From an optimization exercise on the open Yosys and OpenROAD flow, aimed at small area, a short achievable clock period and few clock cycles per item; shortcuts taken in it are not production practice.
Where RTL was checked, it was by simulation tests only, not by an equivalence proof against the original.
Power is estimated from default activity; no workload was simulated.

Design radix_digit_converter_unit, start of the top module:
module radix_digit_converter_unit (
   input  wire logic        clock,
   input  wire logic        reset,
   input  wire logic        req_tvalid,
   output logic             req_tready,
   input  wire logic [31:0] req_tdata,    
   output logic             rsp_tvalid,
   input  wire logic        rsp_tready,
   output logic [7:0]       rsp_tdata,    
   output logic             rsp_tlast,    
   input  wire logic        csr_wr_en,
   input  wire logic [4:0]  csr_wr_data   
);
   function automatic logic [3:0] add3(input logic [3:0] d);
      add3[3] = d[3] | (d[2] & d[0]) | (d[2] & d[1]);
      add3[2] = (d[3] & d[0]) | (d[2] & ~d[1] & ~d[0]);
      add3[1] = (d[3] & ~d[0]) | (d[1] & d[0]) | (~d[2] & d[1]);
      add3[0] = (d[3] & ~d[0]) | (d[2] & d[1] & ~d[0]) | (~d[3] & ~d[2] & d[0]);
   endfunction
   function automatic logic [1:0] lead(input logic [3:0] c, input logic [1:0] ty);
      case (ty)
         TY_BIN:  lead = c[3] ? 2'd3 : c[2] ? 2'd2 : c[1] ? 2'd1 : 2'd0;
         TY_QUAT: lead = (c[3:2] != 2'd0) ? 2'd1 : 2'd0;
         TY_TERN: lead = (c >= 4'd3) ? 2'd1 : 2'd0;
         default: lead = 2'd0;
      endcase
   endfunction
   function automatic logic [2:0] top_nib(input logic [31:0] v);
      logic [2:0] t;
      t = 3'd0;
      for (int i = 1; i < 8; i++) begin
         if (v[4*i +: 4] != 4'd0) t = 3'(i);
      end
      top_nib = t;
   endfunction
   function automatic logic [3:0] top_cell(input logic [NCELL-1:0][3:0] c);
  ...
==> flow/config.mk <==
export PLATFORM = sky130hd
export DESIGN_NAME = radix_digit_converter_unit
export DESIGN_NICKNAME = radix_digit_converter_unit
export VERILOG_FILES = /design/flow/design.v
export SDC_FILE = /design/flow/constraint.sdc
export NUM_CORES = 4
export LEC_CHECK = 0
export ABC_AREA = 1
export CAP_MARGIN = 20
export CORE_MARGIN = 2
export CORE_UTILIZATION = 60
export SLEW_MARGIN = 20
==> flow/constraint.sdc <==
create_clock -name core_clock -period 12.0 [get_ports {clock}]
set_input_delay 2.4000 -clock core_clock [delete_from_list [all_inputs] [get_ports {clock}]]
set_output_delay 2.4000 -clock core_clock [all_outputs]
set_load 0.01 [all_outputs]
standard.sh (not shown) runs the stock make flow with config.mk's settings and CLKGATE_MAP_FILE= SYNTH_SCRIPT=/design/flow/synth_recipe.tcl, a recipe that flattens the netlist after the stock synthesis.
==> flow/flow/run.sh <==
#!/bin/bash
# Standard layout, with timing repair aiming well below the clock period
# (repair_timing treats any path with less than SETUP_SLACK_MARGIN ns of slack
# as failing) and a clock tree built without dummy loads.
set -euo pipefail
bash standard.sh synth > synth.log 2>&1
bash standard.sh SETUP_SLACK_MARGIN=8.5 \
   "CTS_ARGS=-sink_clustering_enable -repair_clock_nets -dont_use_dummy_load -buf_list sky130_fd_sc_hd__clkbuf_8" \
   finish > layout.log 2>&1
Edit:
--- a/flow/design.v
+++ b/flow/design.v
@@ -74,21 +74,20 @@
    logic        a_busy, a_done;
    logic [1:0]  a_ty;
    logic [NCELL-1:0][3:0] a_cell;
    logic        e_busy, e_first;
    logic        e_lp;       
    logic [1:0]  e_ty;
    logic [3:0]  e_j;
    logic [1:0]  e_s;
    logic [NCELL-1:0][3:0] e_cell;
-   logic [1:0]  t_n;
-   logic [3:0]  t_d1, t_d0;
    logic        t_v;
+   logic [3:0]  t_d;
    logic        o_v, o_l, s_v, s_l;
    logic [3:0]  o_d, s_d;
    assign req_tready = rdy_ff;
    assign rsp_tvalid = o_v;
    assign rsp_tdata  = {4'd0, o_d};
    assign rsp_tlast  = o_l;
    logic [4:0] r_eff;
    logic       d_ld, d_oct, d_bcd, d_gen;
    logic [3:0] d_rc;
@@ -104,19 +103,19 @@
       d_rc  = (r_eff == 5'd3) ? 4'd9 : r_eff[3:0];
       case (r_eff)
          5'd2:    d_ty = TY_BIN;
          5'd4:    d_ty = TY_QUAT;
          5'd3:    d_ty = TY_TERN;
          default: d_ty = TY_ONE;
       endcase
    end
    logic       emit, e_last, handoff, start, start_last, step_last, v_free;
-   logic       push, e_tail, e_tail2;
+   logic       push, e_tail;
    logic [3:0] p_dig;
    logic       p_last;
    logic [2:0] top;
    logic [3:0] nib1;
    logic       g_full, g_three;    
    logic       bit_in;
    logic [3:0] e_rd;
    logic [1:0] s_eff, s_max;
    logic [3:0] e_dig;
@@ -149,28 +148,25 @@
          TY_QUAT: e_dig = s_eff[0] ? {2'd0, e_rd[3:2]} : {2'd0, e_rd[1:0]};
          TY_TERN: begin
             if (s_eff[0]) e_dig = (e_rd >= 4'd6) ? 4'd2 : (e_rd >= 4'd3) ? 4'd1 : 4'd0;
             else          e_dig = (e_rd >= 4'd6) ? e_rd - 4'd6 : (e_rd >= 4'd3) ? e_rd - 4'd3 : e_rd;
          end
          default: e_dig = e_rd;
       endcase
    end
    always_comb begin
-      t_v        = (t_n != 2'd0);
       push       = !s_v && (t_v || e_busy);
       emit       = e_busy && !s_v && !t_v;
       e_last     = emit && e_lp;
-      e_tail2    = emit && a_done && (e_ty == TY_ONE) && (e_j == 4'd2);
       e_tail     = emit && a_done && (e_ty == TY_ONE) && (e_j == 4'd1);
-      handoff    = a_done && (!e_busy || e_last || e_tail || e_tail2);
-      p_dig      = t_n[1] ? t_d1 : t_d0;
-      p_last     = t_v ? !t_n[1] : e_last;
-      if (!t_v) p_dig = e_dig;
+      handoff    = a_done && (!e_busy || e_last || e_tail);
+      p_dig      = t_v ? t_d : e_dig;
+      p_last     = t_v || e_last;
       start      = v_full && !a_busy && (!a_done || handoff);
       top        = v_top;
       start_last = v_ld || v_oct || ((v_bcd || (v_gen && g_full)) && (top == 3'd0));
       step_last  = (v_idx == 3'd0) && (!v_gen || (v_bit == 2'd0));
       v_free     = (a_busy && step_last) || (start && start_last);
       nib1       = v_data[{top, 2'b00} +: 4];
       g_full     = (v_rc[3] && !nib1[3]) || (nib1[3:2] == 2'd0);
       g_three    = v_rc[3] && nib1[3];
       bit_in     = v_nib[v_bit];
@@ -270,33 +266,32 @@
    end
    always_ff @(posedge clock) begin
       if (reset) begin
          radix_ff <= 5'd2;
          rdy_ff   <= 1'b1;
          v_full   <= 1'b0;
          a_busy   <= 1'b0;
          a_done   <= 1'b0;
          e_busy   <= 1'b0;
-         t_n      <= 2'd0;
+         t_v      <= 1'b0;
          o_v      <= 1'b0;
          s_v      <= 1'b0;
       end else begin
          if (csr_wr_en) radix_ff <= csr_wr_data;
          v_full <= v_full_n;
          rdy_ff <= !v_full_n || (a_busy_n && step_last_n);
          a_busy <= a_busy_n;
          if ((start && start_last) || (a_busy && step_last)) a_done <= 1'b1;
          else if (handoff) a_done <= 1'b0;
          if (handoff) e_busy <= 1'b1;
          else if (e_last) e_busy <= 1'b0;
-         if (e_tail2) t_n <= 2'd2;
-         else if (e_tail) t_n <= 2'd1;
-         else if (t_v && !s_v) t_n <= t_n - 2'd1;
+         if (e_tail) t_v <= 1'b1;
+         else if (!s_v) t_v <= 1'b0;
          if (s_v) begin
             if (!o_v || rsp_tready) begin
                o_v <= 1'b1;
                s_v <= 1'b0;
             end
          end else if (push) begin
             if (!o_v || rsp_tready) o_v <= 1'b1;
             else s_v <= 1'b1;
          end else if (rsp_tready) begin
@@ -345,18 +340,13 @@
       end else if (push) begin
          if (!o_v || rsp_tready) begin
             o_d <= p_dig;
             o_l <= p_last;
          end else begin
             s_d <= p_dig;
             s_l <= p_last;
          end
       end
-      if (e_tail2) begin
-         t_d1 <= e_cell[1];
-         t_d0 <= e_cell[0];
-      end else if (e_tail) begin
-         t_d0 <= e_cell[0];
-      end
+      if (e_tail) t_d <= e_cell[0];
    end
 endmodule
 `default_nettype wire
After rerunning: The new run passed the timing, design-rule and antenna checks. Cell count fell by 2.7%. Via count fell by 2.5%. Sequential power fell by about 5%. Power fell by 5.5%. Global-route usage fell by 1.5 points. Non-clock buffer count fell by 11. Final area fell by 2.4%. Core utilization rose by 0.16 points.
Testbench counts after the change, summed over its fixed seeds: cycles 25,734, digits 21,042.
No functional check of the RTL was part of the first run of this note.

exp/tundra:
Another version of the RTL of radix_digit_converter_unit (not shown whole).
For scale: roughly 200 flip-flops, ~18000 um2 of cells after synthesis.
// radix_digit_converter_unit
module radix_digit_converter_unit (
   input  wire logic        clock,
   input  wire logic        reset,
   input  wire logic        req_tvalid,
   output logic             req_tready,
   input  wire logic [31:0] req_tdata,    
   output logic             rsp_tvalid,
   input  wire logic        rsp_tready,
   output logic [7:0]       rsp_tdata,    
   output logic             rsp_tlast,    
   input  wire logic        csr_wr_en,
   input  wire logic [4:0]  csr_wr_data   
);
make LEC_CHECK=0 CAP_MARGIN=70 CORE_MARGIN=2 CORE_UTILIZATION=40 SLEW_MARGIN=70 finish   # period 12.0 ns
run.sh (not shown) runs the stock make flow with config.mk's settings and CLKGATE_MAP_FILE= SYNTH_SCRIPT=/design/flow/synth_recipe.tcl, a recipe that flattens the netlist after the stock synthesis.
Stock flow here: none of the scripts above is used.
## Diff of input files: exp/violet against exp/tundra
-- flow/design.v --
<<< exp/tundra, line 56
   logic        v_gen;      
   logic [3:0]  v_rc;       
   logic [1:0]  v_ty;       
   logic [2:0]  v_idx;      
>>> exp/violet, line 56
   logic        v_gen;      
   logic [3:0]  v_rc;       
   logic [4:0]  v_rc2;      
   logic [5:0]  v_rc3;      
   logic [2:0]  v_hl;       
   logic [3:0]  v_hr;       
   logic [2:0]  v_top;      
   logic [1:0]  v_ty;       
   logic [2:0]  v_idx;      
<<< exp/tundra, line 103
   logic [3:0] e_dig;
   logic [3:0] h_top, h_rd;    
   logic [1:0] h_s;            
   logic [3:0] e_j_n;
>>> exp/violet, line 108
   logic [3:0] e_dig;
   logic [3:0] h_top, h_rd;    
   logic [NCELL-1:0] h_nz, h_oh;
   logic [1:0] h_s;            
   logic [3:0] e_j_n;
<<< exp/tundra, line 108
   always_comb begin
      h_top = top_cell(a_cell);
      h_rd  = a_cell[h_top];
      case (a_ty)
         TY_BIN:  h_s = h_rd[3] ? 2'd3 : h_rd[2] ? 2'd2 : h_rd[1] ? 2'd1 : 2'd0;
>>> exp/violet, line 114
   always_comb begin
      h_top = top_cell(a_cell);
      for (int i = 0; i < NCELL; i++) h_nz[i] = (a_cell[i] != 4'd0);
      h_rd = 4'd0;
      for (int i = 0; i < NCELL; i++) begin
         h_oh[i] = h_nz[i];
         for (int j = i + 1; j < NCELL; j++) h_oh[i] = h_oh[i] & !h_nz[j];
         h_rd = h_rd | ({4{h_oh[i]}} & a_cell[i]);
      end
      case (a_ty)
         TY_BIN:  h_s = h_rd[3] ? 2'd3 : h_rd[2] ? 2'd2 : h_rd[1] ? 2'd1 : 2'd0;
<<< exp/tundra, line 145
      handoff    = a_done && (!e_busy || e_last);
      start      = v_full && !a_busy && (!a_done || handoff);
      top        = top_nib(v_data);
      start_last = v_ld || v_oct || (top == 3'd0);
      step_last  = (v_idx == 3'd0) && (!v_gen || (v_bit == 2'd0));
>>> exp/violet, line 157
      handoff    = a_done && (!e_busy || e_last);
      start      = v_full && !a_busy && (!a_done || handoff);
      top        = v_top;
      start_last = v_ld || v_oct || (top == 3'd0);
      step_last  = (v_idx == 3'd0) && (!v_gen || (v_bit == 2'd0));
<<< exp/tundra, line 159
   always_comb begin
      first_cells = '0;
      rc2 = {v_rc, 1'b0};
      rc3 = {2'b0, v_rc} + {1'b0, v_rc, 1'b0};
      if ({2'b0, nib1} >= rc3) begin
         fq = 2'd3;
>>> exp/violet, line 171
   always_comb begin
      first_cells = '0;
      rc2 = v_rc2;
      rc3 = v_rc3;
      if ({2'b0, nib1} >= rc3) begin
         fq = 2'd3;
<<< exp/tundra, line 204
         g_t0[i] = {a_cell[i], 1'b0} - {1'b0, v_rc};
         g_t1[i] = {a_cell[i], 1'b1} - {1'b0, v_rc};
         gg[i]   = !g_t0[i][4];
         pp[i]   = !g_t1[i][4];
      end
      for (int l = 0; l < 4; l++) begin
>>> exp/violet, line 216
         g_t0[i] = {a_cell[i], 1'b0} - {1'b0, v_rc};
         g_t1[i] = {a_cell[i], 1'b1} - {1'b0, v_rc};
         gg[i]   = (a_cell[i] >= v_hr);
         pp[i]   = (a_cell[i] >= {1'b0, v_hl});
      end
      for (int l = 0; l < 4; l++) begin
<<< exp/tundra, line 222
      for (int i = 0; i < NCELL; i++) g_cy[i+1] = gg[i] | (pp[i] & bit_in);
      for (int i = 0; i < NCELL; i++) begin
         if (g_cy[i]) gen_cells[i] = !g_t1[i][4] ? g_t1[i][3:0] : {a_cell[i][2:0], 1'b1};
         else         gen_cells[i] = !g_t0[i][4] ? g_t0[i][3:0] : {a_cell[i][2:0], 1'b0};
      end
   end
>>> exp/violet, line 234
      for (int i = 0; i < NCELL; i++) g_cy[i+1] = gg[i] | (pp[i] & bit_in);
      for (int i = 0; i < NCELL; i++) begin
         if (g_cy[i]) gen_cells[i] = g_cy[i+1] ? g_t1[i][3:0] : {a_cell[i][2:0], 1'b1};
         else         gen_cells[i] = g_cy[i+1] ? g_t0[i][3:0] : {a_cell[i][2:0], 1'b0};
      end
   end
<<< exp/tundra, line 285
         v_gen  <= d_gen;
         v_rc   <= d_rc;
         v_ty   <= d_ty;
      end
>>> exp/violet, line 297
         v_gen  <= d_gen;
         v_rc   <= d_rc;
         v_rc2  <= {d_rc, 1'b0};
         v_rc3  <= {2'b0, d_rc} + {1'b0, d_rc, 1'b0};
         v_hl   <= d_rc[3:1];
         v_hr   <= {1'b0, d_rc[3:1]} + {3'd0, d_rc[0]};
         v_top  <= top_nib(req_tdata);
         v_ty   <= d_ty;
      end
<<< exp/tundra, line 300
         e_j    <= h_top;
         e_s    <= h_s;
         e_lp   <= (h_top == 4'd0) && (h_s == 2'd0);
         e_ty   <= a_ty;
      end else if (emit) begin
>>> exp/violet, line 317
         e_j    <= h_top;
         e_s    <= h_s;
         e_lp   <= !(|h_nz[NCELL-1:1]) && (h_s == 2'd0);
         e_ty   <= a_ty;
      end else if (emit) begin
Findings:
Global-route wire length before repair delta (exp/violet − exp/tundra): unfavourable. Final cell area: exp/violet above exp/tundra. After synthesis and placement, the instance count of exp/violet is above that of exp/tundra. The adder-cell share of the synthesized area number comes out higher for exp/violet vs exp/tundra. Going from exp/tundra to exp/violet, total power -about 13%, post-layout worst setup margin -0.18 ns. The higher number of instances in the placed design of exp/tundra and exp/violet is in exp/violet. Between exp/tundra and exp/violet, flop-to-flop setup slack decreased. Diff exp/tundra -> exp/violet: antenna diode count ~0 delta, power share of the clock group +6.7 points, part of the total power dissipated in combinational logic -10 points.
Function was not checked in any run of this note: the RTL went through the layout flow alone.

Another version of the RTL of radix_digit_converter_unit (not shown whole).
For scale: about 220 flip-flops, roughly 53 I/O pins, ~17000 µm² of cells after synthesis.
export LEC_CHECK = 0
export ABC_AREA = 1
export CAP_MARGIN = 20
export CORE_MARGIN = 2
export CORE_UTILIZATION = 60
export SLEW_MARGIN = 20
create_clock -name core_clock -period 12.0 [get_ports {clock}]
standard.sh (not shown) runs the stock make flow with config.mk's settings and CLKGATE_MAP_FILE= SYNTH_SCRIPT=/design/flow/synth_recipe.tcl, a recipe that flattens the netlist after the stock synthesis.
==> flow/flow/run.sh <==
#!/bin/bash
# Standard layout, with timing repair aiming well below the clock period
# (repair_timing treats any path with less than SETUP_SLACK_MARGIN ns of slack
# as failing) and a clock tree built without dummy loads.
set -euo pipefail
bash standard.sh synth > synth.log 2>&1
bash standard.sh SETUP_SLACK_MARGIN=8.5 \
   "CTS_ARGS=-sink_clustering_enable -repair_clock_nets -dont_use_dummy_load" \
   finish > layout.log 2>&1
Rerun with:
--- a/flow/design.v
+++ b/flow/design.v
@@ -62,14 +62,15 @@
    logic        v_oct;      
    logic        v_bcd;      
    logic        v_gen;      
    logic [3:0]  v_rc;       
    logic [3:0]  v_k;        
    logic [7:2]  v_hl;       
    logic [7:3]  v_hr;       
+   logic [2:0]  v_top;      
    logic [1:0]  v_ty;       
    logic [2:0]  v_idx;      
    logic [1:0]  v_bit;      
    logic [3:0]  v_nib;      
    logic        a_busy, a_done;
    logic [1:0]  a_ty;
    logic [NCELL-1:0][3:0] a_cell;
@@ -161,15 +162,15 @@
       e_tail2    = emit && a_done && (e_ty == TY_ONE) && (e_j == 4'd2);
       e_tail     = emit && a_done && (e_ty == TY_ONE) && (e_j == 4'd1);
       handoff    = a_done && (!e_busy || e_last || e_tail || e_tail2);
       p_dig      = t_n[1] ? t_d1 : t_d0;
       p_last     = t_v ? !t_n[1] : e_last;
       if (!t_v) p_dig = e_dig;
       start      = v_full && !a_busy && (!a_done || handoff);
-      top        = top_nib(v_data);
+      top        = v_top;
       start_last = v_ld || v_oct || ((v_bcd || (v_gen && g_full)) && (top == 3'd0));
       step_last  = (v_idx == 3'd0) && (!v_gen || (v_bit == 2'd0));
       v_free     = (a_busy && step_last) || (start && start_last);
       nib1       = v_data[{top, 2'b00} +: 4];
       g_full     = (v_rc[3] && !nib1[3]) || (nib1[3:2] == 2'd0);
       g_three    = v_rc[3] && nib1[3];
       bit_in     = v_nib[v_bit];
@@ -308,14 +309,15 @@
          v_oct  <= d_oct;
          v_bcd  <= d_bcd;
          v_gen  <= d_gen;
          v_rc   <= d_rc;
          v_k    <= 4'd0 - d_rc;
          for (int h = 2; h < 8; h++) v_hl[h] <= (d_rc[3:1] == 3'(h));
          for (int h = 3; h < 8; h++) v_hr[h] <= ({1'b0, d_rc[3:1]} + {3'd0, d_rc[0]} == 4'(h));
+         v_top  <= top_nib(req_tdata);
          v_ty   <= d_ty;
       end
       v_idx <= v_idx_n;
       v_bit <= v_bit_n;
       v_nib <= v_data[{v_idx_n, 2'b00} +: 4];
       if (start) begin
          a_cell <= first_cells;
After rerunning: The new run produced a clean layout. Fmax goes up by about 3%. Combinational power goes up by about 4%. Total power grows by about 4%. Setup slack improved by 100 ps. Final cell count grows by about 0.7%. Sequential share of layout area grows by 0.71 points. Wire length decreases by 0.91%. Critical path depth decreases by 1. Cell area falls by 0.76%. Clock-buffer cell count went up by 1. First-iteration DRC count is higher by 14%. Worst hold slack got worse by 15 ps.
No functional check of the RTL was part of any run of this note.

separate check: timing with driven ports:
No port has a modelled driver above. Below, the same layouts with a new extraction and two added sets of constraints.
Step 1, drivers: a clkbuf_16 drives clock and a buf_2 each remaining input, both assumed.
Step 2, shift: input delay + t, output delay - t, t = (earliest + latest rising clock arrival at the registers) / 2. This alone moves slack from input paths to output paths.
Slacks: ideal / step 1 / step 2; pairs: ideal / step 1.
run | t (ns) | slack for setup (ns) | worst hold slack (ns) | worst setup path at the end | worst data-port slew with drivers (ns)
the first run of note 1 | 0.584 | 8.579 / 8.532 / 8.124 | 0.425 / 0.425 / 0.425 | input to register | 0.03
the second run of note 1 | 0.559 | 8.540 / 8.492 / 8.052 | 0.421 / 0.421 / 0.421 | input to register | 0.04
exp/tundra | 0.512 | 6.924 / 6.924 / 6.924 | 0.547 / 0.547 / 0.547 | register to register | 0.04
exp/violet | 0.595 | 6.742 / 6.742 / 6.742 | 0.449 / 0.449 / 0.449 | register to register | 0.04
the first run of note 3 | 0.572 | 8.467 / 8.414 / 8.102 | 0.442 / 0.442 / 0.442 | input to register | 0.05
the second run of note 3 | 0.587 | 8.569 / 8.516 / 8.121 | 0.427 / 0.427 / 0.427 | input to register | 0.04
After both steps setup and hold are still met in every run listed. The setup slack of the second run of note 1, which loses most, moves by -0.048 ns with the drivers and by -0.488 ns with both steps.
